Background: an optimization exercise with open tools, aiming at small area. Do not read the settings as production practice. The RTL was checked by simulation tests, not by an equivalence proof against the original design.

--- design/flow/design.v ---
package snakeArenaPkg;
	typedef logic [9:0] coordT;
	typedef logic [1:0] healthT;
	typedef union packed {
		struct packed {
			logic [3:0] red;
			logic [3:0] green;
			logic [3:0] blue;
		} ch;
		logic [11:0] raw;
	} pixelColor;
	localparam int SPRITE_HALF = 12;
	localparam logic [11:0] TRANSPARENT_KEY = 12'hF0F;
	localparam int HEART_HALF = 8;
	localparam coordT HEART_ROW_Y = 10'd470;
	localparam int NUM_HEARTS = 3;
	localparam logic [29:0] HEART1_X = {10'd43, 10'd28, 10'd13};
	localparam logic [29:0] HEART2_X = {10'd627, 10'd612, 10'd597};
	localparam logic [11:0] HEART_COLOR = 12'hF00;
	localparam logic [11:0] VENOM_COLOR = 12'h000;
endpackage
`timescale 1ns/1ps
import snakeArenaPkg::*;
module spriteHitTest #(
	parameter int NUM_VENOMS = 3
) (
	input  snakeArenaPkg::coordT     drawX,
	input  snakeArenaPkg::coordT     drawY,
	input  snakeArenaPkg::coordT     snake1X,
	input  snakeArenaPkg::coordT     snake1Y,
	input  snakeArenaPkg::coordT     snake2X,
	input  snakeArenaPkg::coordT     snake2Y,
	input  logic [NUM_VENOMS*10-1:0]     venomX,
	input  logic [NUM_VENOMS*10-1:0]     venomY,
	input  logic [NUM_VENOMS*10-1:0]     venomR,
	input  logic [NUM_VENOMS-1:0] venomActive,
	input  snakeArenaPkg::pixelColor snake1Pixel,
	input  snakeArenaPkg::pixelColor snake2Pixel,
	output logic      snake1On,
	output logic      snake2On,
	output logic [NUM_VENOMS-1:0] venomOn
);
	snakeArenaPkg::coordT nx;
	snakeArenaPkg::coordT ny;
	assign nx = {~drawX[9:1], drawX[0]};
	assign ny = {~drawY[9:1], drawY[0]};
	logic s1x, s1y, s2x, s2y;
	headAxis i_s1x (.np(nx), .c(snake1X), .near(s1x));
	headAxis i_s1y (.np(ny), .c(snake1Y), .near(s1y));
	headAxis i_s2x (.np(nx), .c(snake2X), .near(s2x));
	headAxis i_s2y (.np(ny), .c(snake2Y), .near(s2y));
	assign snake1On = s1x && s1y && (snake1Pixel.raw != TRANSPARENT_KEY);
	assign snake2On = s2x && s2y && (snake2Pixel.raw != TRANSPARENT_KEY);
	for (genvar i = 0; i < NUM_VENOMS; i++) begin : gVenom
		logic hit;
		venomCircle i_circle (
			.nx(nx), .ny(ny),
			.cx(venomX[10*i +: 10]), .cy(venomY[10*i +: 10]), .r(venomR[10*i +: 10]),
			.hit(hit)
		);
		assign venomOn[i] = venomActive[i] && hit;
	end
endmodule
module xorCell (
	input  logic a,
	input  logic b,
	output logic y
);
	assign y = a ^ b;
endmodule
module ornCell (
	input  logic a,
	input  logic b,
	output logic y
);
	assign y = a | ~b;
endmodule
module headAxis (
	input  logic [9:0] np,
	input  logic [9:0] c,
	output logic       near
);
	logic [10:1] k;
	logic [9:0] d;
	logic neg;
	xorCell u_s0 (.a(c[0]), .b(np[0]), .y(d[0]));
	ornCell u_k1 (.a(c[0]), .b(np[0]), .y(k[1]));
	for (genvar i = 1; i < 10; i++) begin : gBit
		fullAdd u_fa (.a(c[i]), .b(np[i]), .c(k[i]), .s(d[i]), .co(k[i+1]));
	end
	assign neg = ~k[10];
	assign near = neg ? ((&d[9:4]) && (d[3:0] >= 4'd5)) :
		(~(|d[9:4]) && (d[3:0] <= 4'd12));
endmodule
module fullAdd (
	input  logic a,
	input  logic b,
	input  logic c,
	output logic s,
	output logic co
);
	assign s = a ^ b ^ c;
	assign co = (a & b) | (a & c) | (b & c);
endmodule
module norCell (
	input  logic a,
	input  logic b,
	output logic y
);
	assign y = ~(a | b);
endmodule
module nandCell (
	input  logic a,
	input  logic b,
	output logic y
);
	assign y = ~(a & b);
endmodule
module venomCircle (
	input  logic [9:0] nx,
	input  logic [9:0] ny,
	input  logic [9:0] cx,
	input  logic [9:0] cy,
	input  logic [9:0] r,
	output logic       hit
);
	logic [9:0] rn;
	assign rn = ~r;
	logic tx_1;
	logic kx_2;
	logic fs3;
	logic fc4;
	logic fs5;
	logic fc6;
	logic fs7;
	logic fc8;
	logic fs9;
	logic fc10;
	logic fs11;
	logic fc12;
	logic fs13;
	logic fc14;
	logic fs15;
	logic fc16;
	logic fs17;
	logic fc18;
	logic fs19;
	logic fc20;
	logic ty_21;
	logic ky_22;
	logic fs23;
	logic fc24;
	logic fs25;
	logic fc26;
	logic fs27;
	logic fc28;
	logic fs29;
	logic fc30;
	logic fs31;
	logic fc32;
	logic fs33;
	logic fc34;
	logic fs35;
	logic fc36;
	logic fs37;
	logic fc38;
	logic fs39;
	logic fc40;
	logic rp41;
	logic rp42;
	logic rp43;
	logic rp44;
	logic rp45;
	logic rp46;
	logic rp47;
	logic rp48;
	logic rp49;
	logic rp50;
	logic rp51;
	logic rp52;
	logic rp53;
	logic rp54;
	logic rp55;
	logic rp56;
	logic rp57;
	logic rp58;
	logic rp59;
	logic rp60;
	logic rp61;
	logic rp62;
	logic rp63;
	logic rp64;
	logic rp65;
	logic rp66;
	logic rp67;
	logic rp68;
	logic rp69;
	logic rp70;
	logic rp71;
	logic rp72;
	logic rp73;
	logic rp74;
	logic rp75;
	logic rp76;
	logic rp77;
	logic rp78;
	logic rp79;
	logic rp80;
	logic rp81;
	logic rp82;
	logic rp83;
	logic rp84;
	logic rp85;
	logic tnx_86;
	logic tnx_87;
	logic tnx_88;
	logic tnx_89;
	logic tnx_90;
	logic tnx_91;
	logic tnx_92;
	logic tnx_93;
	logic tnx_94;
	logic tnx_95;
	logic tp96;
	logic tp97;
	logic tp98;
	logic tp99;
	logic tp100;
	logic tp101;
	logic tp102;
	logic tp103;
	logic tp104;
	logic tp105;
	logic tp106;
	logic tp107;
	logic tp108;
	logic tp109;
	logic tp110;
	logic tp111;
	logic tp112;
	logic tp113;
	logic tp114;
	logic tp115;
	logic tp116;
	logic tp117;
	logic tp118;
	logic tp119;
	logic tp120;
	logic tp121;
	logic tp122;
	logic tp123;
	logic tp124;
	logic tp125;
	logic tp126;
	logic tp127;
	logic tp128;
	logic tp129;
	logic tp130;
	logic tp131;
	logic tp132;
	logic tp133;
	logic tp134;
	logic tp135;
	logic tp136;
	logic tp137;
	logic tp138;
	logic tp139;
	logic tp140;
	logic sp141;
	logic sp142;
	logic sp143;
	logic sp144;
	logic sp145;
	logic sp146;
	logic sp147;
	logic sp148;
	logic sp149;
	logic tny_150;
	logic tny_151;
	logic tny_152;
	logic tny_153;
	logic tny_154;
	logic tny_155;
	logic tny_156;
	logic tny_157;
	logic tny_158;
	logic tny_159;
	logic tp160;
	logic tp161;
	logic tp162;
	logic tp163;
	logic tp164;
	logic tp165;
	logic tp166;
	logic tp167;
	logic tp168;
	logic tp169;
	logic tp170;
	logic tp171;
	logic tp172;
	logic tp173;
	logic tp174;
	logic tp175;
	logic tp176;
	logic tp177;
	logic tp178;
	logic tp179;
	logic tp180;
	logic tp181;
	logic tp182;
	logic tp183;
	logic tp184;
	logic tp185;
	logic tp186;
	logic tp187;
	logic tp188;
	logic tp189;
	logic tp190;
	logic tp191;
	logic tp192;
	logic tp193;
	logic tp194;
	logic tp195;
	logic tp196;
	logic tp197;
	logic tp198;
	logic tp199;
	logic tp200;
	logic tp201;
	logic tp202;
	logic tp203;
	logic tp204;
	logic sp205;
	logic sp206;
	logic sp207;
	logic sp208;
	logic sp209;
	logic sp210;
	logic sp211;
	logic sp212;
	logic sp213;
	logic mc214;
	logic fs215;
	logic fc216;
	logic fs217;
	logic fc218;
	logic mc219;
	logic fs220;
	logic fc221;
	logic fs222;
	logic fc223;
	logic mc224;
	logic fs225;
	logic fc226;
	logic fs227;
	logic fc228;
	logic fs229;
	logic fc230;
	logic fs231;
	logic fc232;
	logic fs233;
	logic fc234;
	logic mc235;
	logic fs236;
	logic fc237;
	logic fs238;
	logic fc239;
	logic fs240;
	logic fc241;
	logic fs242;
	logic fc243;
	logic fs244;
	logic fc245;
	logic mc246;
	logic fs247;
	logic fc248;
	logic fs249;
	logic fc250;
	logic fs251;
	logic fc252;
	logic fs253;
	logic fc254;
	logic fs255;
	logic fc256;
	logic fs257;
	logic fc258;
	logic fs259;
	logic fc260;
	logic fs261;
	logic fc262;
	logic mc263;
	logic fs264;
	logic fc265;
	logic fs266;
	logic fc267;
	logic fs268;
	logic fc269;
	logic fs270;
	logic fc271;
	logic fs272;
	logic fc273;
	logic fs274;
	logic fc275;
	logic fs276;
	logic fc277;
	logic fs278;
	logic fc279;
	logic mc280;
	logic fs281;
	logic fc282;
	logic fs283;
	logic fc284;
	logic fs285;
	logic fc286;
	logic fs287;
	logic fc288;
	logic fs289;
	logic fc290;
	logic fs291;
	logic fc292;
	logic fs293;
	logic fc294;
	logic fs295;
	logic fc296;
	logic fs297;
	logic fc298;
	logic fs299;
	logic fc300;
	logic fs301;
	logic fc302;
	logic mc303;
	logic fs304;
	logic fc305;
	logic fs306;
	logic fc307;
	logic fs308;
	logic fc309;
	logic fs310;
	logic fc311;
	logic fs312;
	logic fc313;
	logic fs314;
	logic fc315;
	logic fs316;
	logic fc317;
	logic fs318;
	logic fc319;
	logic fs320;
	logic fc321;
	logic fs322;
	logic fc323;
	logic fs324;
	logic fc325;
	logic mc326;
	logic fs327;
	logic fc328;
	logic fs329;
	logic fc330;
	logic fs331;
	logic fc332;
	logic fs333;
	logic fc334;
	logic fs335;
	logic fc336;
	logic fs337;
	logic fc338;
	logic fs339;
	logic fc340;
	logic fs341;
	logic fc342;
	logic fs343;
	logic fc344;
	logic fs345;
	logic fc346;
	logic fs347;
	logic fc348;
	logic fs349;
	logic fc350;
	logic fs351;
	logic fc352;
	logic fs353;
	logic fc354;
	logic mc355;
	logic fs356;
	logic fc357;
	logic fs358;
	logic fc359;
	logic fs360;
	logic fc361;
	logic fs362;
	logic fc363;
	logic fs364;
	logic fc365;
	logic fs366;
	logic fc367;
	logic fs368;
	logic fc369;
	logic fs370;
	logic fc371;
	logic fs372;
	logic fc373;
	logic fs374;
	logic fc375;
	logic fs376;
	logic fc377;
	logic fs378;
	logic fc379;
	logic fs380;
	logic fc381;
	logic fs382;
	logic fc383;
	logic mc384;
	logic fs385;
	logic fc386;
	logic fs387;
	logic fc388;
	logic fs389;
	logic fc390;
	logic fs391;
	logic fc392;
	logic fs393;
	logic fc394;
	logic fs395;
	logic fc396;
	logic fs397;
	logic fc398;
	logic fs399;
	logic fc400;
	logic fs401;
	logic fc402;
	logic fs403;
	logic fc404;
	logic fs405;
	logic fc406;
	logic fs407;
	logic fc408;
	logic fs409;
	logic fc410;
	logic fs411;
	logic fc412;
	logic fs413;
	logic fc414;
	logic ac415;
	logic fs416;
	logic fc417;
	logic fs418;
	logic fc419;
	logic fs420;
	logic fc421;
	logic fs422;
	logic fc423;
	logic fs424;
	logic fc425;
	logic fs426;
	logic fc427;
	logic fs428;
	logic fc429;
	logic fs430;
	logic fc431;
	logic fs432;
	logic fc433;
	logic fs434;
	logic fc435;
	logic fs436;
	logic fc437;
	logic fs438;
	logic fc439;
	logic mc440;
	logic fs441;
	logic fc442;
	logic fs443;
	logic fc444;
	logic fs445;
	logic fc446;
	logic fs447;
	logic fc448;
	logic fs449;
	logic fc450;
	logic fs451;
	logic fc452;
	logic fs453;
	logic fc454;
	logic fs455;
	logic fc456;
	logic fs457;
	logic fc458;
	logic fs459;
	logic fc460;
	logic fs461;
	logic fc462;
	logic fs463;
	logic fc464;
	logic mc465;
	logic fs466;
	logic fc467;
	logic fs468;
	logic fc469;
	logic fs470;
	logic fc471;
	logic fs472;
	logic fc473;
	logic fs474;
	logic fc475;
	logic fs476;
	logic fc477;
	logic fs478;
	logic fc479;
	logic fs480;
	logic fc481;
	logic fs482;
	logic fc483;
	logic mc484;
	logic fs485;
	logic fc486;
	logic fs487;
	logic fc488;
	logic fs489;
	logic fc490;
	logic fs491;
	logic fc492;
	logic fs493;
	logic fc494;
	logic fs495;
	logic fc496;
	logic fs497;
	logic fc498;
	logic fs499;
	logic fc500;
	logic fs501;
	logic fc502;
	logic mc503;
	logic fs504;
	logic fc505;
	logic fs506;
	logic fc507;
	logic fs508;
	logic fc509;
	logic fs510;
	logic fc511;
	logic fs512;
	logic fc513;
	logic fs514;
	logic fc515;
	logic mc516;
	logic fs517;
	logic fc518;
	logic fs519;
	logic fc520;
	logic fs521;
	logic fc522;
	logic fs523;
	logic fc524;
	logic fs525;
	logic fc526;
	logic fs527;
	logic fc528;
	logic mc529;
	logic fs530;
	logic fc531;
	logic fs532;
	logic fc533;
	logic fs534;
	logic fc535;
	logic mc536;
	logic fs537;
	logic fc538;
	logic fs539;
	logic fc540;
	logic ac541;
	logic s542;
	xorCell u2s (.a(cx[0]), .b(nx[0]), .y(tx_1));
	ornCell u2k (.a(cx[0]), .b(nx[0]), .y(kx_2));
	fullAdd u4 (.a(cx[1]), .b(nx[1]), .c(kx_2), .s(fs3), .co(fc4));
	fullAdd u6 (.a(cx[2]), .b(nx[2]), .c(fc4), .s(fs5), .co(fc6));
	fullAdd u8 (.a(cx[3]), .b(nx[3]), .c(fc6), .s(fs7), .co(fc8));
	fullAdd u10 (.a(cx[4]), .b(nx[4]), .c(fc8), .s(fs9), .co(fc10));
	fullAdd u12 (.a(cx[5]), .b(nx[5]), .c(fc10), .s(fs11), .co(fc12));
	fullAdd u14 (.a(cx[6]), .b(nx[6]), .c(fc12), .s(fs13), .co(fc14));
	fullAdd u16 (.a(cx[7]), .b(nx[7]), .c(fc14), .s(fs15), .co(fc16));
	fullAdd u18 (.a(cx[8]), .b(nx[8]), .c(fc16), .s(fs17), .co(fc18));
	fullAdd u20 (.a(cx[9]), .b(nx[9]), .c(fc18), .s(fs19), .co(fc20));
	xorCell u22s (.a(cy[0]), .b(ny[0]), .y(ty_21));
	ornCell u22k (.a(cy[0]), .b(ny[0]), .y(ky_22));
	fullAdd u24 (.a(cy[1]), .b(ny[1]), .c(ky_22), .s(fs23), .co(fc24));
	fullAdd u26 (.a(cy[2]), .b(ny[2]), .c(fc24), .s(fs25), .co(fc26));
	fullAdd u28 (.a(cy[3]), .b(ny[3]), .c(fc26), .s(fs27), .co(fc28));
	fullAdd u30 (.a(cy[4]), .b(ny[4]), .c(fc28), .s(fs29), .co(fc30));
	fullAdd u32 (.a(cy[5]), .b(ny[5]), .c(fc30), .s(fs31), .co(fc32));
	fullAdd u34 (.a(cy[6]), .b(ny[6]), .c(fc32), .s(fs33), .co(fc34));
	fullAdd u36 (.a(cy[7]), .b(ny[7]), .c(fc34), .s(fs35), .co(fc36));
	fullAdd u38 (.a(cy[8]), .b(ny[8]), .c(fc36), .s(fs37), .co(fc38));
	fullAdd u40 (.a(cy[9]), .b(ny[9]), .c(fc38), .s(fs39), .co(fc40));
	norCell u41 (.a(rn[0]), .b(rn[1]), .y(rp41));
	norCell u42 (.a(rn[0]), .b(rn[2]), .y(rp42));
	norCell u43 (.a(rn[0]), .b(rn[3]), .y(rp43));
	norCell u44 (.a(rn[0]), .b(rn[4]), .y(rp44));
	norCell u45 (.a(rn[0]), .b(rn[5]), .y(rp45));
	norCell u46 (.a(rn[0]), .b(rn[6]), .y(rp46));
	norCell u47 (.a(rn[0]), .b(rn[7]), .y(rp47));
	norCell u48 (.a(rn[0]), .b(rn[8]), .y(rp48));
	norCell u49 (.a(rn[0]), .b(rn[9]), .y(rp49));
	norCell u50 (.a(rn[1]), .b(rn[2]), .y(rp50));
	norCell u51 (.a(rn[1]), .b(rn[3]), .y(rp51));
	norCell u52 (.a(rn[1]), .b(rn[4]), .y(rp52));
	norCell u53 (.a(rn[1]), .b(rn[5]), .y(rp53));
	norCell u54 (.a(rn[1]), .b(rn[6]), .y(rp54));
	norCell u55 (.a(rn[1]), .b(rn[7]), .y(rp55));
	norCell u56 (.a(rn[1]), .b(rn[8]), .y(rp56));
	norCell u57 (.a(rn[1]), .b(rn[9]), .y(rp57));
	norCell u58 (.a(rn[2]), .b(rn[3]), .y(rp58));
	norCell u59 (.a(rn[2]), .b(rn[4]), .y(rp59));
	norCell u60 (.a(rn[2]), .b(rn[5]), .y(rp60));
	norCell u61 (.a(rn[2]), .b(rn[6]), .y(rp61));
	norCell u62 (.a(rn[2]), .b(rn[7]), .y(rp62));
	norCell u63 (.a(rn[2]), .b(rn[8]), .y(rp63));
	norCell u64 (.a(rn[2]), .b(rn[9]), .y(rp64));
	norCell u65 (.a(rn[3]), .b(rn[4]), .y(rp65));
	norCell u66 (.a(rn[3]), .b(rn[5]), .y(rp66));
	norCell u67 (.a(rn[3]), .b(rn[6]), .y(rp67));
	norCell u68 (.a(rn[3]), .b(rn[7]), .y(rp68));
	norCell u69 (.a(rn[3]), .b(rn[8]), .y(rp69));
	norCell u70 (.a(rn[3]), .b(rn[9]), .y(rp70));
	norCell u71 (.a(rn[4]), .b(rn[5]), .y(rp71));
	norCell u72 (.a(rn[4]), .b(rn[6]), .y(rp72));
	norCell u73 (.a(rn[4]), .b(rn[7]), .y(rp73));
	norCell u74 (.a(rn[4]), .b(rn[8]), .y(rp74));
	norCell u75 (.a(rn[4]), .b(rn[9]), .y(rp75));
	norCell u76 (.a(rn[5]), .b(rn[6]), .y(rp76));
	norCell u77 (.a(rn[5]), .b(rn[7]), .y(rp77));
	norCell u78 (.a(rn[5]), .b(rn[8]), .y(rp78));
	norCell u79 (.a(rn[5]), .b(rn[9]), .y(rp79));
	norCell u80 (.a(rn[6]), .b(rn[7]), .y(rp80));
	norCell u81 (.a(rn[6]), .b(rn[8]), .y(rp81));
	norCell u82 (.a(rn[6]), .b(rn[9]), .y(rp82));
	norCell u83 (.a(rn[7]), .b(rn[8]), .y(rp83));
	norCell u84 (.a(rn[7]), .b(rn[9]), .y(rp84));
	norCell u85 (.a(rn[8]), .b(rn[9]), .y(rp85));
	assign tnx_86 = ~tx_1;
	assign tnx_87 = ~fs3;
	assign tnx_88 = ~fs5;
	assign tnx_89 = ~fs7;
	assign tnx_90 = ~fs9;
	assign tnx_91 = ~fs11;
	assign tnx_92 = ~fs13;
	assign tnx_93 = ~fs15;
	assign tnx_94 = ~fs17;
	assign tnx_95 = ~fs19;
	nandCell u96 (.a(tx_1), .b(fs3), .y(tp96));
	nandCell u97 (.a(tx_1), .b(fs5), .y(tp97));
	nandCell u98 (.a(tx_1), .b(fs7), .y(tp98));
	nandCell u99 (.a(tx_1), .b(fs9), .y(tp99));
	nandCell u100 (.a(tx_1), .b(fs11), .y(tp100));
	nandCell u101 (.a(tx_1), .b(fs13), .y(tp101));
	nandCell u102 (.a(tx_1), .b(fs15), .y(tp102));
	nandCell u103 (.a(tx_1), .b(fs17), .y(tp103));
	nandCell u104 (.a(tx_1), .b(fs19), .y(tp104));
	nandCell u105 (.a(fs3), .b(fs5), .y(tp105));
	nandCell u106 (.a(fs3), .b(fs7), .y(tp106));
	nandCell u107 (.a(fs3), .b(fs9), .y(tp107));
	nandCell u108 (.a(fs3), .b(fs11), .y(tp108));
	nandCell u109 (.a(fs3), .b(fs13), .y(tp109));
	nandCell u110 (.a(fs3), .b(fs15), .y(tp110));
	nandCell u111 (.a(fs3), .b(fs17), .y(tp111));
	nandCell u112 (.a(fs3), .b(fs19), .y(tp112));
	nandCell u113 (.a(fs5), .b(fs7), .y(tp113));
	nandCell u114 (.a(fs5), .b(fs9), .y(tp114));
	nandCell u115 (.a(fs5), .b(fs11), .y(tp115));
	nandCell u116 (.a(fs5), .b(fs13), .y(tp116));
	nandCell u117 (.a(fs5), .b(fs15), .y(tp117));
	nandCell u118 (.a(fs5), .b(fs17), .y(tp118));
	nandCell u119 (.a(fs5), .b(fs19), .y(tp119));
	nandCell u120 (.a(fs7), .b(fs9), .y(tp120));
	nandCell u121 (.a(fs7), .b(fs11), .y(tp121));
	nandCell u122 (.a(fs7), .b(fs13), .y(tp122));
	nandCell u123 (.a(fs7), .b(fs15), .y(tp123));
	nandCell u124 (.a(fs7), .b(fs17), .y(tp124));
	nandCell u125 (.a(fs7), .b(fs19), .y(tp125));
	nandCell u126 (.a(fs9), .b(fs11), .y(tp126));
	nandCell u127 (.a(fs9), .b(fs13), .y(tp127));
	nandCell u128 (.a(fs9), .b(fs15), .y(tp128));
	nandCell u129 (.a(fs9), .b(fs17), .y(tp129));
	nandCell u130 (.a(fs9), .b(fs19), .y(tp130));
	nandCell u131 (.a(fs11), .b(fs13), .y(tp131));
	nandCell u132 (.a(fs11), .b(fs15), .y(tp132));
	nandCell u133 (.a(fs11), .b(fs17), .y(tp133));
	nandCell u134 (.a(fs11), .b(fs19), .y(tp134));
	nandCell u135 (.a(fs13), .b(fs15), .y(tp135));
	nandCell u136 (.a(fs13), .b(fs17), .y(tp136));
	nandCell u137 (.a(fs13), .b(fs19), .y(tp137));
	nandCell u138 (.a(fs15), .b(fs17), .y(tp138));
	nandCell u139 (.a(fs15), .b(fs19), .y(tp139));
	nandCell u140 (.a(fs17), .b(fs19), .y(tp140));
	norCell u141 (.a(fc20), .b(tnx_86), .y(sp141));
	norCell u142 (.a(fc20), .b(tnx_87), .y(sp142));
	norCell u143 (.a(fc20), .b(tnx_88), .y(sp143));
	norCell u144 (.a(fc20), .b(tnx_89), .y(sp144));
	norCell u145 (.a(fc20), .b(tnx_90), .y(sp145));
	norCell u146 (.a(fc20), .b(tnx_91), .y(sp146));
	norCell u147 (.a(fc20), .b(tnx_92), .y(sp147));
	norCell u148 (.a(fc20), .b(tnx_93), .y(sp148));
	norCell u149 (.a(fc20), .b(tnx_94), .y(sp149));
	assign tny_150 = ~ty_21;
	assign tny_151 = ~fs23;
	assign tny_152 = ~fs25;
	assign tny_153 = ~fs27;
	assign tny_154 = ~fs29;
	assign tny_155 = ~fs31;
	assign tny_156 = ~fs33;
	assign tny_157 = ~fs35;
	assign tny_158 = ~fs37;
	assign tny_159 = ~fs39;
	nandCell u160 (.a(ty_21), .b(fs23), .y(tp160));
	nandCell u161 (.a(ty_21), .b(fs25), .y(tp161));
	nandCell u162 (.a(ty_21), .b(fs27), .y(tp162));
	nandCell u163 (.a(ty_21), .b(fs29), .y(tp163));
	nandCell u164 (.a(ty_21), .b(fs31), .y(tp164));
	nandCell u165 (.a(ty_21), .b(fs33), .y(tp165));
	nandCell u166 (.a(ty_21), .b(fs35), .y(tp166));
	nandCell u167 (.a(ty_21), .b(fs37), .y(tp167));
	nandCell u168 (.a(ty_21), .b(fs39), .y(tp168));
	nandCell u169 (.a(fs23), .b(fs25), .y(tp169));
	nandCell u170 (.a(fs23), .b(fs27), .y(tp170));
	nandCell u171 (.a(fs23), .b(fs29), .y(tp171));
	nandCell u172 (.a(fs23), .b(fs31), .y(tp172));
	nandCell u173 (.a(fs23), .b(fs33), .y(tp173));
	nandCell u174 (.a(fs23), .b(fs35), .y(tp174));
	nandCell u175 (.a(fs23), .b(fs37), .y(tp175));
	nandCell u176 (.a(fs23), .b(fs39), .y(tp176));
	nandCell u177 (.a(fs25), .b(fs27), .y(tp177));
	nandCell u178 (.a(fs25), .b(fs29), .y(tp178));
	nandCell u179 (.a(fs25), .b(fs31), .y(tp179));
	nandCell u180 (.a(fs25), .b(fs33), .y(tp180));
	nandCell u181 (.a(fs25), .b(fs35), .y(tp181));
	nandCell u182 (.a(fs25), .b(fs37), .y(tp182));
	nandCell u183 (.a(fs25), .b(fs39), .y(tp183));
	nandCell u184 (.a(fs27), .b(fs29), .y(tp184));
	nandCell u185 (.a(fs27), .b(fs31), .y(tp185));
	nandCell u186 (.a(fs27), .b(fs33), .y(tp186));
	nandCell u187 (.a(fs27), .b(fs35), .y(tp187));
	nandCell u188 (.a(fs27), .b(fs37), .y(tp188));
	nandCell u189 (.a(fs27), .b(fs39), .y(tp189));
	nandCell u190 (.a(fs29), .b(fs31), .y(tp190));
	nandCell u191 (.a(fs29), .b(fs33), .y(tp191));
	nandCell u192 (.a(fs29), .b(fs35), .y(tp192));
	nandCell u193 (.a(fs29), .b(fs37), .y(tp193));
	nandCell u194 (.a(fs29), .b(fs39), .y(tp194));
	nandCell u195 (.a(fs31), .b(fs33), .y(tp195));
	nandCell u196 (.a(fs31), .b(fs35), .y(tp196));
	nandCell u197 (.a(fs31), .b(fs37), .y(tp197));
	nandCell u198 (.a(fs31), .b(fs39), .y(tp198));
	nandCell u199 (.a(fs33), .b(fs35), .y(tp199));
	nandCell u200 (.a(fs33), .b(fs37), .y(tp200));
	nandCell u201 (.a(fs33), .b(fs39), .y(tp201));
	nandCell u202 (.a(fs35), .b(fs37), .y(tp202));
	nandCell u203 (.a(fs35), .b(fs39), .y(tp203));
	nandCell u204 (.a(fs37), .b(fs39), .y(tp204));
	norCell u205 (.a(fc40), .b(tny_150), .y(sp205));
	norCell u206 (.a(fc40), .b(tny_151), .y(sp206));
	norCell u207 (.a(fc40), .b(tny_152), .y(sp207));
	norCell u208 (.a(fc40), .b(tny_153), .y(sp208));
	norCell u209 (.a(fc40), .b(tny_154), .y(sp209));
	norCell u210 (.a(fc40), .b(tny_155), .y(sp210));
	norCell u211 (.a(fc40), .b(tny_156), .y(sp211));
	norCell u212 (.a(fc40), .b(tny_157), .y(sp212));
	norCell u213 (.a(fc40), .b(tny_158), .y(sp213));
	assign mc214 = (r[0] & tnx_86) | (r[0] & tny_150) | (tnx_86 & tny_150);
	fullAdd u216 (.a(r[1]), .b(rp41), .c(mc214), .s(fs215), .co(fc216));
	fullAdd u218 (.a(fs3), .b(tny_151), .c(tp96), .s(fs217), .co(fc218));
	assign mc219 = (tp160 & fs215) | (tp160 & fs217) | (fs215 & fs217);
	fullAdd u221 (.a(rp42), .b(fs3), .c(fc216), .s(fs220), .co(fc221));
	fullAdd u223 (.a(tp97), .b(tp161), .c(fc218), .s(fs222), .co(fc223));
	assign mc224 = (fs220 & mc219) | (fs220 & fs222) | (mc219 & fs222);
	fullAdd u226 (.a(r[2]), .b(rp43), .c(rp50), .s(fs225), .co(fc226));
	fullAdd u228 (.a(fs225), .b(fs3), .c(tnx_88), .s(fs227), .co(fc228));
	fullAdd u230 (.a(tny_152), .b(tp105), .c(tp169), .s(fs229), .co(fc230));
	fullAdd u232 (.a(fc221), .b(fs227), .c(tp98), .s(fs231), .co(fc232));
	fullAdd u234 (.a(tp162), .b(fc223), .c(fs229), .s(fs233), .co(fc234));
	assign mc235 = (mc224 & fs231) | (mc224 & fs233) | (fs231 & fs233);
	fullAdd u237 (.a(rp44), .b(rp51), .c(fc226), .s(fs236), .co(fc237));
	fullAdd u239 (.a(fs3), .b(fs236), .c(fc228), .s(fs238), .co(fc239));
	fullAdd u241 (.a(tp106), .b(tp170), .c(fc230), .s(fs240), .co(fc241));
	fullAdd u243 (.a(fs238), .b(tp99), .c(tp163), .s(fs242), .co(fc243));
	fullAdd u245 (.a(fc232), .b(fc234), .c(fs240), .s(fs244), .co(fc245));
	assign mc246 = (mc235 & fs242) | (mc235 & fs244) | (fs242 & fs244);
	fullAdd u248 (.a(r[3]), .b(rp45), .c(rp52), .s(fs247), .co(fc248));
	fullAdd u250 (.a(rp58), .b(fs247), .c(fs3), .s(fs249), .co(fc250));
	fullAdd u252 (.a(fc237), .b(fs249), .c(tnx_89), .s(fs251), .co(fc252));
	fullAdd u254 (.a(tny_153), .b(tp113), .c(tp177), .s(fs253), .co(fc254));
	fullAdd u256 (.a(fc239), .b(fs251), .c(tp107), .s(fs255), .co(fc256));
	fullAdd u258 (.a(tp171), .b(fc241), .c(fs253), .s(fs257), .co(fc258));
	fullAdd u260 (.a(tp100), .b(tp164), .c(fc243), .s(fs259), .co(fc260));
	fullAdd u262 (.a(fc245), .b(fs255), .c(fs257), .s(fs261), .co(fc262));
	assign mc263 = (mc246 & fs259) | (mc246 & fs261) | (fs259 & fs261);
	fullAdd u265 (.a(rp46), .b(rp53), .c(rp59), .s(fs264), .co(fc265));
	fullAdd u267 (.a(fc248), .b(fs264), .c(fs3), .s(fs266), .co(fc267));
	fullAdd u269 (.a(fc250), .b(fs266), .c(fc252), .s(fs268), .co(fc269));
	fullAdd u271 (.a(tp114), .b(tp178), .c(fc254), .s(fs270), .co(fc271));
	fullAdd u273 (.a(fs268), .b(tp108), .c(tp172), .s(fs272), .co(fc273));
	fullAdd u275 (.a(fc256), .b(fc258), .c(fs270), .s(fs274), .co(fc275));
	fullAdd u277 (.a(tp101), .b(tp165), .c(fc260), .s(fs276), .co(fc277));
	fullAdd u279 (.a(fc262), .b(fs272), .c(fs274), .s(fs278), .co(fc279));
	assign mc280 = (mc263 & fs276) | (mc263 & fs278) | (fs276 & fs278);
	fullAdd u282 (.a(r[4]), .b(rp47), .c(rp54), .s(fs281), .co(fc282));
	fullAdd u284 (.a(rp60), .b(rp65), .c(fc265), .s(fs283), .co(fc284));
	fullAdd u286 (.a(fs281), .b(fs3), .c(fs283), .s(fs285), .co(fc286));
	fullAdd u288 (.a(fc267), .b(fs285), .c(tnx_90), .s(fs287), .co(fc288));
	fullAdd u290 (.a(tny_154), .b(tp120), .c(tp184), .s(fs289), .co(fc290));
	fullAdd u292 (.a(fc269), .b(fs287), .c(tp115), .s(fs291), .co(fc292));
	fullAdd u294 (.a(tp179), .b(fc271), .c(fs289), .s(fs293), .co(fc294));
	fullAdd u296 (.a(tp109), .b(tp173), .c(fc273), .s(fs295), .co(fc296));
	fullAdd u298 (.a(fc275), .b(fs291), .c(fs293), .s(fs297), .co(fc298));
	fullAdd u300 (.a(tp102), .b(tp166), .c(fc277), .s(fs299), .co(fc300));
	fullAdd u302 (.a(fc279), .b(fs295), .c(fs297), .s(fs301), .co(fc302));
	assign mc303 = (mc280 & fs299) | (mc280 & fs301) | (fs299 & fs301);
	fullAdd u305 (.a(rp48), .b(rp55), .c(rp61), .s(fs304), .co(fc305));
	fullAdd u307 (.a(rp66), .b(fc282), .c(fs304), .s(fs306), .co(fc307));
	fullAdd u309 (.a(fs3), .b(fc284), .c(fs306), .s(fs308), .co(fc309));
	fullAdd u311 (.a(fc286), .b(fs308), .c(fc288), .s(fs310), .co(fc311));
	fullAdd u313 (.a(tp121), .b(tp185), .c(fc290), .s(fs312), .co(fc313));
	fullAdd u315 (.a(fs310), .b(tp116), .c(tp180), .s(fs314), .co(fc315));
	fullAdd u317 (.a(fc292), .b(fc294), .c(fs312), .s(fs316), .co(fc317));
	fullAdd u319 (.a(tp110), .b(tp174), .c(fc296), .s(fs318), .co(fc319));
	fullAdd u321 (.a(fc298), .b(fs314), .c(fs316), .s(fs320), .co(fc321));
	fullAdd u323 (.a(tp103), .b(tp167), .c(fc300), .s(fs322), .co(fc323));
	fullAdd u325 (.a(fc302), .b(fs318), .c(fs320), .s(fs324), .co(fc325));
	assign mc326 = (mc303 & fs322) | (mc303 & fs324) | (fs322 & fs324);
	fullAdd u328 (.a(r[5]), .b(rp49), .c(rp56), .s(fs327), .co(fc328));
	fullAdd u330 (.a(rp62), .b(rp67), .c(rp71), .s(fs329), .co(fc330));
	fullAdd u332 (.a(fc305), .b(fs327), .c(fs329), .s(fs331), .co(fc332));
	fullAdd u334 (.a(fs3), .b(fc307), .c(fs331), .s(fs333), .co(fc334));
	fullAdd u336 (.a(fc309), .b(fs333), .c(tnx_91), .s(fs335), .co(fc336));
	fullAdd u338 (.a(tny_155), .b(tp126), .c(tp190), .s(fs337), .co(fc338));
	fullAdd u340 (.a(fc311), .b(fs335), .c(tp122), .s(fs339), .co(fc340));
	fullAdd u342 (.a(tp186), .b(fc313), .c(fs337), .s(fs341), .co(fc342));
	fullAdd u344 (.a(tp117), .b(tp181), .c(fc315), .s(fs343), .co(fc344));
	fullAdd u346 (.a(fc317), .b(fs339), .c(fs341), .s(fs345), .co(fc346));
	fullAdd u348 (.a(tp111), .b(tp175), .c(fc319), .s(fs347), .co(fc348));
	fullAdd u350 (.a(fc321), .b(fs343), .c(fs345), .s(fs349), .co(fc350));
	fullAdd u352 (.a(tp104), .b(tp168), .c(fc323), .s(fs351), .co(fc352));
	fullAdd u354 (.a(fc325), .b(fs347), .c(fs349), .s(fs353), .co(fc354));
	assign mc355 = (mc326 & fs351) | (mc326 & fs353) | (fs351 & fs353);
	fullAdd u357 (.a(rp57), .b(rp63), .c(rp68), .s(fs356), .co(fc357));
	fullAdd u359 (.a(rp72), .b(fc328), .c(fc330), .s(fs358), .co(fc359));
	fullAdd u361 (.a(fs356), .b(tnx_87), .c(fc332), .s(fs360), .co(fc361));
	fullAdd u363 (.a(fs358), .b(fc334), .c(fs360), .s(fs362), .co(fc363));
	fullAdd u365 (.a(fs362), .b(fc336), .c(tp127), .s(fs364), .co(fc365));
	fullAdd u367 (.a(tp191), .b(fc338), .c(tp123), .s(fs366), .co(fc367));
	fullAdd u369 (.a(tp187), .b(fc340), .c(fc342), .s(fs368), .co(fc369));
	fullAdd u371 (.a(fs364), .b(tp118), .c(tp182), .s(fs370), .co(fc371));
	fullAdd u373 (.a(fc344), .b(fc346), .c(fs366), .s(fs372), .co(fc373));
	fullAdd u375 (.a(fs368), .b(tp112), .c(sp141), .s(fs374), .co(fc375));
	fullAdd u377 (.a(tp176), .b(sp205), .c(fc348), .s(fs376), .co(fc377));
	fullAdd u379 (.a(fc350), .b(fs370), .c(fs372), .s(fs378), .co(fc379));
	fullAdd u381 (.a(fc352), .b(fc354), .c(fs374), .s(fs380), .co(fc381));
	fullAdd u383 (.a(fs376), .b(fs378), .c(mc355), .s(fs382), .co(fc383));
	assign mc384 = fs380 | fs382;
	fullAdd u386 (.a(r[6]), .b(rp64), .c(rp69), .s(fs385), .co(fc386));
	fullAdd u388 (.a(rp73), .b(rp76), .c(fc357), .s(fs387), .co(fc388));
	fullAdd u390 (.a(fs385), .b(fc359), .c(fs387), .s(fs389), .co(fc390));
	fullAdd u392 (.a(fc361), .b(fs389), .c(fc363), .s(fs391), .co(fc392));
	fullAdd u394 (.a(fs391), .b(tnx_92), .c(tny_156), .s(fs393), .co(fc394));
	fullAdd u396 (.a(tp131), .b(tp195), .c(fs393), .s(fs395), .co(fc396));
	fullAdd u398 (.a(tp128), .b(tp192), .c(fc365), .s(fs397), .co(fc398));
	fullAdd u400 (.a(fs395), .b(tp124), .c(tp188), .s(fs399), .co(fc400));
	fullAdd u402 (.a(fc367), .b(fc369), .c(fs397), .s(fs401), .co(fc402));
	fullAdd u404 (.a(tp119), .b(sp142), .c(tp183), .s(fs403), .co(fc404));
	fullAdd u406 (.a(sp206), .b(fc371), .c(fc373), .s(fs405), .co(fc406));
	fullAdd u408 (.a(fs399), .b(fs401), .c(fc375), .s(fs407), .co(fc408));
	fullAdd u410 (.a(fc377), .b(fc379), .c(fs403), .s(fs409), .co(fc410));
	fullAdd u412 (.a(fs405), .b(fc381), .c(fs407), .s(fs411), .co(fc412));
	fullAdd u414 (.a(fs409), .b(fc383), .c(fs411), .s(fs413), .co(fc414));
	assign ac415 = mc384 & fs413;
	fullAdd u417 (.a(rp70), .b(rp74), .c(rp77), .s(fs416), .co(fc417));
	fullAdd u419 (.a(fc386), .b(fs416), .c(fc388), .s(fs418), .co(fc419));
	fullAdd u421 (.a(fc390), .b(fs418), .c(fc392), .s(fs420), .co(fc421));
	fullAdd u423 (.a(fs420), .b(fc394), .c(tp132), .s(fs422), .co(fc423));
	fullAdd u425 (.a(tp196), .b(fc396), .c(tp129), .s(fs424), .co(fc425));
	fullAdd u427 (.a(tp193), .b(fc398), .c(fs422), .s(fs426), .co(fc427));
	fullAdd u429 (.a(tp125), .b(sp143), .c(tp189), .s(fs428), .co(fc429));
	fullAdd u431 (.a(sp207), .b(fc400), .c(fc402), .s(fs430), .co(fc431));
	fullAdd u433 (.a(fs424), .b(fs426), .c(fc404), .s(fs432), .co(fc433));
	fullAdd u435 (.a(fc406), .b(fs428), .c(fs430), .s(fs434), .co(fc435));
	fullAdd u437 (.a(fc408), .b(fc410), .c(fs432), .s(fs436), .co(fc437));
	fullAdd u439 (.a(fs434), .b(fc412), .c(fs436), .s(fs438), .co(fc439));
	assign mc440 = (fc414 & fs438) | (fc414 & ac415) | (fs438 & ac415);
	fullAdd u442 (.a(r[7]), .b(rp75), .c(rp78), .s(fs441), .co(fc442));
	fullAdd u444 (.a(rp80), .b(fc417), .c(fs441), .s(fs443), .co(fc444));
	fullAdd u446 (.a(fs443), .b(fc419), .c(fc421), .s(fs445), .co(fc446));
	fullAdd u448 (.a(fs445), .b(tnx_93), .c(tny_157), .s(fs447), .co(fc448));
	fullAdd u450 (.a(tp135), .b(tp199), .c(fs447), .s(fs449), .co(fc450));
	fullAdd u452 (.a(tp133), .b(tp197), .c(fc423), .s(fs451), .co(fc452));
	fullAdd u454 (.a(fs449), .b(tp130), .c(sp144), .s(fs453), .co(fc454));
	fullAdd u456 (.a(tp194), .b(sp208), .c(fc425), .s(fs455), .co(fc456));
	fullAdd u458 (.a(fc427), .b(fs451), .c(fc429), .s(fs457), .co(fc458));
	fullAdd u460 (.a(fc431), .b(fs453), .c(fs455), .s(fs459), .co(fc460));
	fullAdd u462 (.a(fc433), .b(fc435), .c(fs457), .s(fs461), .co(fc462));
	fullAdd u464 (.a(fs459), .b(fc437), .c(fs461), .s(fs463), .co(fc464));
	assign mc465 = (fc439 & fs463) | (fc439 & mc440) | (fs463 & mc440);
	fullAdd u467 (.a(rp79), .b(rp81), .c(fc442), .s(fs466), .co(fc467));
	fullAdd u469 (.a(fc444), .b(fs466), .c(fc446), .s(fs468), .co(fc469));
	fullAdd u471 (.a(fs468), .b(fc448), .c(tp136), .s(fs470), .co(fc471));
	fullAdd u473 (.a(tp200), .b(fc450), .c(tp134), .s(fs472), .co(fc473));
	fullAdd u475 (.a(sp145), .b(tp198), .c(sp209), .s(fs474), .co(fc475));
	fullAdd u477 (.a(fc452), .b(fs470), .c(fc454), .s(fs476), .co(fc477));
	fullAdd u479 (.a(fc456), .b(fs472), .c(fs474), .s(fs478), .co(fc479));
	fullAdd u481 (.a(fc458), .b(fc460), .c(fs476), .s(fs480), .co(fc481));
	fullAdd u483 (.a(fs478), .b(fc462), .c(fs480), .s(fs482), .co(fc483));
	assign mc484 = (fc464 & fs482) | (fc464 & mc465) | (fs482 & mc465);
	fullAdd u486 (.a(r[8]), .b(rp82), .c(rp83), .s(fs485), .co(fc486));
	fullAdd u488 (.a(fs485), .b(fc467), .c(fc469), .s(fs487), .co(fc488));
	fullAdd u490 (.a(tnx_94), .b(tny_158), .c(tp138), .s(fs489), .co(fc490));
	fullAdd u492 (.a(tp202), .b(fs487), .c(tp137), .s(fs491), .co(fc492));
	fullAdd u494 (.a(sp146), .b(tp201), .c(sp210), .s(fs493), .co(fc494));
	fullAdd u496 (.a(fc471), .b(fs489), .c(fc473), .s(fs495), .co(fc496));
	fullAdd u498 (.a(fc475), .b(fs491), .c(fs493), .s(fs497), .co(fc498));
	fullAdd u500 (.a(fc477), .b(fc479), .c(fs495), .s(fs499), .co(fc500));
	fullAdd u502 (.a(fs497), .b(fc481), .c(fs499), .s(fs501), .co(fc502));
	assign mc503 = (fc483 & fs501) | (fc483 & mc484) | (fs501 & mc484);
	fullAdd u505 (.a(rp84), .b(fc486), .c(fc488), .s(fs504), .co(fc505));
	fullAdd u507 (.a(tp139), .b(sp147), .c(tp203), .s(fs506), .co(fc507));
	fullAdd u509 (.a(sp211), .b(fc490), .c(fs504), .s(fs508), .co(fc509));
	fullAdd u511 (.a(fc492), .b(fc494), .c(fs506), .s(fs510), .co(fc511));
	fullAdd u513 (.a(fs508), .b(fc496), .c(fc498), .s(fs512), .co(fc513));
	fullAdd u515 (.a(fs510), .b(fc500), .c(fs512), .s(fs514), .co(fc515));
	assign mc516 = (fc502 & fs514) | (fc502 & mc503) | (fs514 & mc503);
	fullAdd u518 (.a(r[9]), .b(rp85), .c(tnx_95), .s(fs517), .co(fc518));
	fullAdd u520 (.a(tny_159), .b(tp140), .c(sp148), .s(fs519), .co(fc520));
	fullAdd u522 (.a(tp204), .b(sp212), .c(fc505), .s(fs521), .co(fc522));
	fullAdd u524 (.a(fs517), .b(fc507), .c(fs519), .s(fs523), .co(fc524));
	fullAdd u526 (.a(fc509), .b(fs521), .c(fc511), .s(fs525), .co(fc526));
	fullAdd u528 (.a(fs523), .b(fc513), .c(fs525), .s(fs527), .co(fc528));
	assign mc529 = (fc515 & fs527) | (fc515 & mc516) | (fs527 & mc516);
	fullAdd u531 (.a(sp149), .b(sp213), .c(fc518), .s(fs530), .co(fc531));
	fullAdd u533 (.a(fc520), .b(fc522), .c(fs530), .s(fs532), .co(fc533));
	fullAdd u535 (.a(fc524), .b(fs532), .c(fc526), .s(fs534), .co(fc535));
	assign mc536 = (fc528 & fs534) | (fc528 & mc529) | (fs534 & mc529);
	fullAdd u538 (.a(~((~fc20 & ~fs19))), .b(~((~fc40 & ~fs39))), .c(fc531), .s(fs537), .co(fc538));
	fullAdd u540 (.a(fc533), .b(fs537), .c(fc535), .s(fs539), .co(fc540));
	assign ac541 = fs539 & mc536;
	assign s542 = 1'b1 ^ fc538 ^ fc540 ^ ac541;
	assign hit = s542;
endmodule
`timescale 1ns/1ps
import snakeArenaPkg::*;
module healthTracker #(
	parameter int MAX_HEALTH = 3
) (
	input  snakeArenaPkg::coordT  drawX,
	input  snakeArenaPkg::coordT  drawY,
	input  logic   snake2On,
	input  logic   venomOn,
	input  logic   hitLatch,
	input  snakeArenaPkg::healthT snake2Health,
	input  logic   snake1Won,
	output logic   hitLatchNext,
	output snakeArenaPkg::healthT snake2HealthNext,
	output logic   snake1WonNext
);
	logic frameStart;
	logic lose;
	assign frameStart = ~(|drawX) & ~(|drawY);
	assign hitLatchNext = (snake2On & venomOn) | (hitLatch & ~frameStart);
	assign lose = frameStart & hitLatch & (snake2Health[1] | snake2Health[0]);
	assign snake2HealthNext[0] = snake2Health[0] ^ lose;
	assign snake2HealthNext[1] = snake2Health[1] ^ (lose & ~snake2Health[0]);
	assign snake1WonNext = snake1Won | (lose & snake2Health[0] & ~snake2Health[1]);
endmodule
`timescale 1ns/1ps
import snakeArenaPkg::*;
module heartOverlay #(
	parameter int MAX_HEALTH = 3
) (
	input  snakeArenaPkg::coordT  drawX,
	input  snakeArenaPkg::coordT  drawY,
	input  snakeArenaPkg::healthT snake2Health,
	output logic   heartOn
);
	logic rowOn;
	logic p1On;
	logic p2On;
	logic [5:0] xl;
	assign rowOn = (drawY[9:5] == 5'b01110) && (drawY[4:0] >= 5'd14) && (drawY[4:0] != 5'd31);
	assign xl = drawX[5:0];
	assign p1On = (drawX[9:6] == 4'd0) && (xl >= 6'd5) && (xl <= 6'd51);
	assign p2On = (drawX[9:6] == 4'd9) && (xl <= 6'd59) && (
		(snake2Health == 2'd3) ? (xl >= 6'd13) :
		(snake2Health == 2'd2) ? (xl >= 6'd28) :
		(snake2Health == 2'd1) ? (xl >= 6'd43) : 1'b0);
	assign heartOn = rowOn && (p1On || p2On);
endmodule
`timescale 1ns/1ps
import snakeArenaPkg::*;
module pixelCompositor (
	input  logic       blank,
	input  snakeArenaPkg::pixelColor  bgPixel,
	input  snakeArenaPkg::pixelColor  snake1Pixel,
	input  snakeArenaPkg::pixelColor  snake2Pixel,
	input  logic       snake1On,
	input  logic       snake2On,
	input  logic       venomOn,
	input  logic       heartOn,
	output snakeArenaPkg::pixelColor  nextPix
);
	logic use1, use2, useBg;
	logic passN;
	logic heartN;
	logic [11:0] selN;
	assign use1 = snake1On;
	assign use2 = ~snake1On & snake2On;
	assign useBg = ~snake1On & ~snake2On;
	assign passN = ~blank | heartOn | venomOn;
	assign heartN = ~(blank & heartOn);
	for (genvar b = 0; b < 12; b++) begin : gBit
		pixSel i_sel (
			.e1(use1), .e2(use2), .e3(useBg),
			.a(snake1Pixel.raw[b]), .b(snake2Pixel.raw[b]), .c(bgPixel.raw[b]),
			.yN(selN[b])
		);
		if (HEART_COLOR[b]) begin : gRed
			pixGate #(.FORCE(1'b1)) i_gate (.selN(selN[b]), .passN(passN), .heartN(heartN), .y(nextPix.raw[b]));
		end else begin : gOther
			pixGate #(.FORCE(1'b0)) i_gate (.selN(selN[b]), .passN(passN), .heartN(heartN), .y(nextPix.raw[b]));
		end
	end
endmodule
module pixSel (
	input  logic e1,
	input  logic e2,
	input  logic e3,
	input  logic a,
	input  logic b,
	input  logic c,
	output logic yN
);
	assign yN = ~((e1 & a) | (e2 & b) | (e3 & c));
endmodule
module pixGate #(
	parameter logic FORCE = 1'b0
) (
	input  logic selN,
	input  logic passN,
	input  logic heartN,
	output logic y
);
	if (FORCE) begin : gForce
		assign y = ~((selN | passN) & heartN);
	end else begin : gPass
		assign y = ~(selN | passN);
	end
endmodule
`timescale 1ns/1ps
import snakeArenaPkg::*;
module snakeArenaTop #(
	parameter int NUM_VENOMS = 3,
	parameter int MAX_HEALTH = 3
) (
	input  logic       vga_clk,
	input  logic       rstN,
	input  snakeArenaPkg::coordT      drawX,
	input  snakeArenaPkg::coordT      drawY,
	input  logic       blank,
	input  snakeArenaPkg::coordT      snake1X,
	input  snakeArenaPkg::coordT      snake1Y,
	input  snakeArenaPkg::coordT      snake2X,
	input  snakeArenaPkg::coordT      snake2Y,
	input  logic [NUM_VENOMS*10-1:0]      venomX,
	input  logic [NUM_VENOMS*10-1:0]      venomY,
	input  logic [NUM_VENOMS*10-1:0]      venomR,
	input  logic [NUM_VENOMS-1:0] venomActive,
	input  snakeArenaPkg::pixelColor  bgPixel,
	input  snakeArenaPkg::pixelColor  snake1Pixel,
	input  snakeArenaPkg::pixelColor  snake2Pixel,
	output logic [3:0] red,
	output logic [3:0] green,
	output logic [3:0] blue,
	output snakeArenaPkg::healthT     snake2Health,
	output logic       snake1Won
);
	logic snake1On;
	logic snake2On;
	logic [NUM_VENOMS-1:0] venomOn;
	logic heartOn;
	spriteHitTest #(
		.NUM_VENOMS(NUM_VENOMS)
	) i_spriteHitTest (
		.drawX(drawX), .drawY(drawY),
		.snake1X(snake1X), .snake1Y(snake1Y),
		.snake2X(snake2X), .snake2Y(snake2Y),
		.venomX(venomX), .venomY(venomY), .venomR(venomR),
		.venomActive(venomActive),
		.snake1Pixel(snake1Pixel), .snake2Pixel(snake2Pixel),
		.snake1On(snake1On), .snake2On(snake2On), .venomOn(venomOn)
	);
	logic anyVenom;
	assign anyVenom = |venomOn;
	logic hitLatch;
	logic hitLatchNext;
	snakeArenaPkg::healthT snake2HealthNext;
	logic snake1WonNext;
	healthTracker #(
		.MAX_HEALTH(MAX_HEALTH)
	) i_healthTracker (
		.drawX(drawX), .drawY(drawY),
		.snake2On(snake2On), .venomOn(anyVenom),
		.hitLatch(hitLatch), .snake2Health(snake2Health), .snake1Won(snake1Won),
		.hitLatchNext(hitLatchNext), .snake2HealthNext(snake2HealthNext),
		.snake1WonNext(snake1WonNext)
	);
	always_ff @(posedge vga_clk or negedge rstN) begin
		if (!rstN) begin
			hitLatch <= 1'b0;
			snake2Health <= snakeArenaPkg::healthT'(MAX_HEALTH);
			snake1Won <= 1'b0;
		end else begin
			hitLatch <= hitLatchNext;
			snake2Health <= snake2HealthNext;
			snake1Won <= snake1WonNext;
		end
	end
	heartOverlay #(
		.MAX_HEALTH(MAX_HEALTH)
	) i_heartOverlay (
		.drawX(drawX), .drawY(drawY),
		.snake2Health(snake2Health), .heartOn(heartOn)
	);
	snakeArenaPkg::pixelColor nextPix;
	snakeArenaPkg::pixelColor outPix;
	pixelCompositor i_pixelCompositor (
		.blank(blank),
		.bgPixel(bgPixel), .snake1Pixel(snake1Pixel), .snake2Pixel(snake2Pixel),
		.snake1On(snake1On), .snake2On(snake2On), .venomOn(anyVenom), .heartOn(heartOn),
		.nextPix(nextPix)
	);
	always_ff @(posedge vga_clk or negedge rstN) begin
		if (!rstN) begin
			outPix.raw <= '0;
		end else begin
			outPix <= nextPix;
		end
	end
	assign red = outPix.ch.red;
	assign green = outPix.ch.green;
	assign blue = outPix.ch.blue;
endmodule
--- design/flow/flow/run.sh ---
#!/bin/bash
# The standard layout, with each port buffered by the smallest buffer
# (buf_1) instead of the one buffer_ports picks by default.
set -euo pipefail
export BUFFER_PORTS_ARGS="-buffer_cell sky130_fd_sc_hd__buf_1"
bash standard.sh > standard.log 2>&1
--- design/flow/standard.sh ---
#!/bin/bash
# synth_recipe.tcl (not shown) runs the flow's synth.tcl, then flattens the netlist and writes it again
# the make line also repeats each setting of config.mk as NAME=value (left out here)
make -C /OpenROAD-flow-scripts/flow DESIGN_CONFIG=/design/flow/config.mk WORK_HOME=/design/flow/orfs CLKGATE_MAP_FILE= SYNTH_SCRIPT=/design/flow/synth_recipe.tcl "${@:-finish}"
--- design/flow/config.mk ---
export PLATFORM = sky130hd
export DESIGN_NAME = snakeArenaTop
export DESIGN_NICKNAME = snakeArenaTop
export VERILOG_FILES = /design/flow/design.v
export SDC_FILE = /design/flow/constraint.sdc
export NUM_CORES = 4
export LEC_CHECK = 0
export CAP_MARGIN = 20
export CORE_MARGIN = 2
export CORE_UTILIZATION = 40
export CTS_BUF_LIST = sky130_fd_sc_hd__clkbuf_4
export CTS_CLUSTER_SIZE = 20
export GPL_TIMING_DRIVEN = 0
export SLEW_MARGIN = 20
export SYNTH_HIERARCHICAL = 1
--- design/flow/constraint.sdc ---
create_clock -name core_clock -period 14.0 [get_ports {vga_clk}]
set_input_delay 2.8000 -clock core_clock [delete_from_list [all_inputs] [get_ports {vga_clk}]]
set_output_delay 2.8000 -clock core_clock [all_outputs]
set_load 0.01 [all_outputs]
==> impl_metrics.json, run 1 <==
{
  "outcome": "complete, no violations",
  "yosys_warnings": 7,
  "cts_sinks": 16,
  "initial_core_util_pct": 40.8,
  "antenna_left": 0,
  "drt_first_pass_iters": 5,
  "crit_path_end_kind": "flip-flop",
  "worst_pin_slew_ns": 1.05,
  "area_growth_pct": 9.38,
  "fin_nets": 2353,
  "antenna_found_initial": 2,
  "dp_hpwl_mm": 38.9,
  "slew_headroom_pct": 30.2,
  "cts_htree_levels": 1,
  "setup.worst_path.end": "outPix[7]",
  "ios": 207,
  "yosys.cell_types.count": 54,
  "fp-row-count": 71,
  "grt-ovfl-total": 0,
  "die_y_um": 200,
  "synth_area_um2": 15400,
  "drt_iter0_drc": 546,
  "syn_avg_cell_area_um2": 11.0,
  "wl_per_cell_um": 21.0,
  "synth.top_cell.area_share_pct": 71.7,
  "synth_seq_cells": 16,
  "synth_seq_area_share_pct": 2.62,
  "hold_buffers": 0,
  "slew_viol_final": 0,
  "rr_startpoint": "snake2Health[0]",
  "yosysTopAreaCell": "fa_1",
  "cts_tree": "yes",
  "worstSetupStartpoint": "drawY[0]",
  "clk_pin_slew_ns": 0.09,
  "syn_inst": 1396,
  "drive_gt1_share_pct": 2.24,
  "numCtsBuffers": 3,
  "cp_max_fo": 12,
  "async_flop_share_pct": 100,
  "grt_pass1_vias": 13188,
  "clk_latency_ns": 0.28,
  "crit_required_ns": 14.20,
  "critPathLaunchType": "primary input",
  "rr_worst_depth": 6,
  "hold-worst-slack_ns": 0.489,
  "fin_worst_skew_ns": 0.00347,
  "cts-resized-gates": 0,
  "finalSetupTns_ns": 0,
  "fp.coreArea_um2": 37800,
  "synth_fp_nets": 2142,
  "die-area_um2": 40100,
  "synth_area_leaders": "fa_1, nand2_1, nor2_1",
  "grt_util_all_layers_pct": 23.3,
  "cap_violations": 0,
  "vias": 11424,
  "fin_crit_sh_pct": 88.3,
  "grt_pass1_wl_mm": 72.3,
  "clk_path_buf_depth": 2,
  "critPathKind": "primary input to flip-flop",
  "worstPathArrival_ns": 12.57,
  "max_freq_ghz": 0.0809,
  "setup_ws_ns": 1.64,
  "gp_congestion": 0.900,
  "hp-class": "flip-flop to flip-flop",
  "multi_input_area_um2": 14600,
  "ys.flop_type": "dfrtp_1",
  "layout.area.seq_um2": 403,
  "rsz0062_at_grt": "no",
  "fill_cells": 3620,
  "reg2reg_to": "outPix[7]",
  "drc_errors": 0,
  "pre_cts_ws_ns": 0.916,
  "grt_max_degree": 20,
  "setup_viol": 0,
  "portBuffers": 206,
  "ctsRootBufferMaster": "clkbuf_4",
  "antenna_cells": 0,
  "postLayoutCoreUtil_pct": 44.6,
  "rrSetupSlack_ns": 12.15,
  "post-cts-setup-buffer-count": 0,
  "finalHoldViolCount": 0,
  "synth_edf_count": 0,
  "routed_wl_mm": 44.4,
  "die_x_um": 200,
  "vias_per_cell": 5.40,
  "finalCriticalPeriod_ns": 12.36
}
==> flip-flops by register name, summed over array words and instances (netlist names) <==
signal,count
hitLatch,1
outPix,12
snake1Won,1
snake2Health,2
==> kinds of logic (layout without fill, tap and decap cells) <==
logic type / count (synthesis) / in the layout / synth area share (%)
and+or+nand+nor: 568 / 568 / 15.4
adders and majority gates: 557 / 557 / 72.1
AOI/OAI and AO/OA: 125 / 125 / 6.09
buffers and inverters: 112 / 322 / 2.73
xor gates and xnor gates: 17 / 17 / 0.967
DFF: 16 / 16 / 2.62
muxes: 1 / 1 / 0.0650
==> per-stage QoR <==
step	std cells	instance area [um^2]
after CTS	2117	16800
after global placement	2113	16800
after global routing	2117	16800
after floorplan	1396	15400
after detailed placement	2113	16800
final	2117	16800
==> synth_stat cells (5+ instances only) <==
master    number
a222oi_1      15
dfrtp_1       14
xnor2_1        6
o22ai_1        9
nand4_1        5
nand2b_1      17
a22oi_1        6
nor2_1       214
o21ai_0       15
nor4_1         6
inv_1        112
nand2_1      282
or3_1          5
a21oi_1       18
fa_1         552
xor2_1        11
a31oi_1        7
o21a_1         8
or2_2          6
a211o_1        7
==> worst max-delay path: stages <==
cell	delay (ns)
buf_1	0.67
xor2_1	0.76
inv_1	0.21
maj3_1	0.45
fa_1	0.40
fa_1	0.40
fa_1	0.47
fa_1	0.46
fa_1	0.47
fa_1	0.46
fa_1	0.46
fa_1	0.46
fa_1	0.53
a221o_1	0.33
o21ai_0	0.07
nor3_1	0.09
fa_1	0.39
fa_1	0.51
o21a_1	0.14
a21oi_1	0.05
nor4_1	0.26
o21ai_0	0.19
xnor2_1	0.19
and2_1	0.15
or3_1	0.42
or3b_1	0.57
nor2_1	0.21
==> per-module statistics from Yosys (local to each module, per instance), excerpt <==
module / cells inside / copies in the design
snakeArenaTop: 17 / 1
norCell: 1 / 189
pixSel: 1 / 12
nandCell: 1 / 270
pixelCompositor: 4 / 1
headAxis: 8 / 4
xorCell: 1 / 10
ornCell: 1 / 10
fullAdd: 1 / 552
venomCircle: 72 / 3
==> routing by layer <==
layer / vias up / global-route usage [%] / part of all wire, %
li1: 4831 / - / -
met5: - / 0 / 0.061
met3: 71 / 2.26 / 4.8
met2: 365 / 41.2 / 52
met1: 6153 / 30.4 / 40
met4: 4 / 6.72 / 3.4
==> final cells by class <==
class	instances	share of cell area [%]
multi-input combinational	1268	86.6
timing repair buffer	206	4.60
tap	511	3.80
inverter	112	2.50
sequential	16	2.39
clock buffer	3	0.134
clock inverter	1	0.0223
==> worst min-delay path by stage <==
stage          startpoint        end  slack, ns  depth (start not counted)
6_report        snake1Won  snake1Won       0.49                          1
5_1_grt         snake1Won  snake1Won       0.53                          1
4_1_cts         snake1Won  snake1Won       0.49                          1
3_5_place_dp    snake1Won  snake1Won       0.47                          1
3_3_place_gp    snake1Won  snake1Won       0.47                          1
2_1_floorplan   snake1Won  snake1Won       0.49                          1
==> layout by cell type, fill, tap and decap left out, drive strengths merged, types with 3 or more instances in the layout <==
master	instances
o21ai	23
inv	112
a211o	10
o21a	8
a221o	3
nand4b	4
a21oi	18
or3	5
a222oi	15
xor2	11
o221a	3
nand4	5
or4b	4
o32a	3
o22ai	9
fa	552
and2	3
and4b	4
maj3	3
a22oi	6
nor2	214
buf	205
a21o	3
a31oi	7
nor3	4
nand2	283
nand3	3
nand2b	17
xnor2	6
a22o	3
clkbuf	4
nor4	6
o31ai	3
dfrtp	14
o311ai	3
or2	6
o22a	3
==> run 2, diff against run 1 <==
==> design/flow/run.sh (new file) <==
#!/bin/bash
# synth_recipe.tcl (not shown) runs the flow's synth.tcl, then flattens the netlist and writes it again
# the make line also repeats each setting of config.mk as NAME=value (left out here)
make -C /OpenROAD-flow-scripts/flow DESIGN_CONFIG=/design/flow/config.mk WORK_HOME=/design/flow/orfs CLKGATE_MAP_FILE= SYNTH_SCRIPT=/design/flow/synth_recipe.tcl finish
removed: design/flow/flow/run.sh
removed: design/flow/standard.sh
==> run 2 against run 1 <==
  * Die area stayed put
  * Critical path type unchanged
  * Hold slack better by 0.022 ns
  * Still clean on timing, DRC and antenna
  * Flip-flop and latch count unchanged
  * Highest routed layer unchanged
==> impl_metrics.json, run 2 <==
{
  "outcome": "complete, no violations",
  "synth.top_cell.area_share_pct": 71.7,
  "max_freq_ghz": 0.0779,
  "rr_startpoint": "snake2Health[0]",
  "cts_tree": "yes",
  "cts_htree_levels": 1,
  "synth_area_leaders": "fa_1, nand2_1, nor2_1",
  "critPathKind": "primary input to flip-flop",
  "critPathLaunchType": "primary input",
  "antenna_found_initial": 3,
  "grt_util_all_layers_pct": 23.6,
  "synth_fp_nets": 2142,
  "numCtsBuffers": 3,
  "routed_wl_mm": 44.9,
  "setup_viol": 0,
  "drc_errors": 0,
  "async_flop_share_pct": 100,
  "vias_per_cell": 5.39,
  "setup_ws_ns": 1.16,
  "synth_commonest_cells": "fa_1, nand2_1, nor2_1, inv_1, a21oi_1",
  "grt-ovfl-total": 0,
  "dp_hpwl_mm": 39.6,
  "portBuffers": 206,
  "rr_worst_depth": 6,
  "final_cell_mix": "fa_1, nand2_1, nor2_1, clkdlybuf4s50_1, inv_1",
  "cts-resized-gates": 0,
  "syn_inst": 1396,
  "cap_violations": 0,
  "synth_edf_count": 0,
  "fp.coreArea_um2": 37800,
  "worstPathArrival_ns": 13.04,
  "drive_gt1_share_pct": 2.24,
  "syn_avg_cell_area_um2": 11.0,
  "crit_required_ns": 14.20,
  "worst_pin_slew_ns": 0.946,
  "finalHoldViolCount": 0,
  "clk_pin_slew_ns": 0.09,
  "grt_pass1_vias": 13316,
  "cts_sinks": 16,
  "slew_viol_final": 0,
  "fill_cells": 3542,
  "fin_worst_skew_ns": 0.00255,
  "drt_first_pass_iters": 7,
  "gp_congestion": 0.936,
  "hold_buffers": 0,
  "die-area_um2": 40100,
  "reg2reg_to": "outPix[8]",
  "antenna_left": 0,
  "yosys.cell_types.count": 54,
  "vias": 11426,
  "pre_cts_ws_ns": 0.709,
  "die_y_um": 200,
  "yosysMostFrequentCell": "fa_1",
  "synth_seq_cells": 16,
  "top_register": "outPix",
  "synth_area_um2": 15400,
  "crit_path_end_kind": "flip-flop",
  "ys.flop_type": "dfrtp_1",
  "fin_crit_sh_pct": 91.7,
  "yosys_warnings": 7,
  "min-delay-start": "snake1Won",
  "grt_max_degree": 20,
  "whs_path_depth": 1,
  "rsz0062_at_grt": "no",
  "ios": 207,
  "grt_pass1_wl_mm": 73.3,
  "slew_headroom_pct": 36.7,
  "cp_max_fo": 13,
  "finalSetupTns_ns": 0,
  "rrSetupSlack_ns": 12.18,
  "area_growth_pct": 17.8,
  "mostFrequentLayoutCell": "fa_1",
  "hp-class": "flip-flop to flip-flop",
  "initial_core_util_pct": 40.8,
  "wl_per_cell_um": 21.2,
  "die_x_um": 200,
  "largestRegisters": "outPix x12, snake2Health x2",
  "drt_iter0_drc": 680,
  "synth_seq_area_share_pct": 2.62,
  "clk_path_buf_depth": 2,
  "ctsRootBufferMaster": "clkbuf_4",
  "fp-row-count": 71,
  "clk_latency_ns": 0.28,
  "fin_nets": 2353,
  "holdPathEnd": "snake1Won",
  "post-cts-setup-buffer-count": 0,
  "finalCriticalPeriod_ns": 12.84,
  "yosysTopAreaCell": "fa_1",
  "largest_reg_flops": 12
}
==> run 2: worst max-delay path by stage <==
stage,from,end,slack (ns),cells after the start
after floorplan,drawX[1],outPix[10],2.81,26
after global placement,drawX[0],outPix[9],0.77,27
after detailed placement,drawX[0],outPix[8],0.71,27
after CTS,drawX[0],outPix[5],1.06,27
after global routing,drawX[0],outPix[5],0.72,27
final,drawX[0],outPix[5],1.16,27
==> run 2: logic make-up (layout without fill, tap and decap cells) <==
logic type / after synthesis / after routing / share of synthesized area [%]
AOI/OAI and AO/OA: 125 / 125 / 6.09
xor gates and xnor gates: 17 / 17 / 0.967
adders and majority gates: 557 / 557 / 72.1
buffers and inverters: 112 / 322 / 2.73
DFF: 16 / 16 / 2.62
muxes: 1 / 1 / 0.0650
other: 0 / 1 / 0
and+or+nand+nor: 568 / 568 / 15.4
==> run 2: through the flow <==
step	instances	utilization [%]	hold WS (ns)	cell area [um^2]
detailed placement	2113	48.0	0.496	18100
floorplan	1396	-	0.493	15400
finish	2118	48.0	0.511	18100
global route	2117	48.0	0.529	18100
CTS	2117	48.0	0.518	18100
global placement	2113	48.0	0.487	18100
==> run 2: critical path: stages <==
cell and delay (ns):
clkdlybuf4s50_1 0.89, xor2_1 1.00, inv_1 0.24, maj3_1 0.44, fa_1 0.40, fa_1 0.41
fa_1 0.47, fa_1 0.46, fa_1 0.47, fa_1 0.46, fa_1 0.46, fa_1 0.46
fa_1 0.52, a221o_1 0.33, o21ai_0 0.07, nor3_1 0.09, fa_1 0.39, fa_1 0.52
o21a_1 0.14, a21oi_1 0.05, nor4_1 0.25, o21ai_0 0.18, xnor2_1 0.20, and2_1 0.15
or3_1 0.41, or3b_1 0.55, nor2_1 0.20
==> run 2: Yosys stat by module, one instance, submodules excluded, excerpt <==
module,flip-flops and latches,times used,cells
headAxis,0,4,8
norCell,0,189,1
ornCell,0,10,1
pixSel,0,12,1
pixelCompositor,0,1,4
xorCell,0,10,1
==> run 2: area by class of cell <==
class                   instances  area, um^2  area share, %
multi-input cells            1268       14600           80.4
repair buffers                206        2060           11.4
well taps                     511         639           3.52
inverters                     112         420           2.32
flip-flops and latches         16         403           2.22
clock buffers                   3        22.5          0.124
clock inverters                 1        3.75         0.0207
diodes                          1        2.50         0.0138
==> run 2: layer usage <==
metal	vias to the layer above	track usage [%]	wire length (um)
met5	-	0	27
met4	4	7.09	1600
met3	79	3.06	2500
li1	4839	-	-
met1	6106	30.2	17400
met2	398	41.8	23400

-- port drivers added, routing unchanged --
No port has a modelled driver above. Below, the same layouts with a new extraction and two added sets of constraints. Step 1, drivers: a clkbuf_16 drives vga_clk and a buf_2 each remaining input, both assumed. Step 2 moves the port delays by t, midway between the first and last clock arrival at a register: inputs arrive t later, outputs are due t later. That takes back most of the time a late clock gives input paths. Slacks: ideal / step 1 / step 2; pairs: ideal / step 1.
| run | shift t [ns] | setup slack, ns | hold slack, ns | latest minus earliest clock arrival (ns) | worst data-port slew with drivers (ns) |
|---|---|---|---|---|---|
| run 1 | 0.303 | 1.636 / 1.629 / 1.326 | 0.489 / 0.489 / 0.489 | 0.004 / 0.003 | 0.09 |
| run 2 | 0.295 | 1.160 / 1.155 / 0.860 | 0.511 / 0.511 / 0.511 | 0.003 / 0.003 | 0.09 |
After both steps setup and hold are still met in every run listed. The setup slack of run 1, which loses most, moves by -0.007 ns with the drivers and by -0.310 ns with both steps.
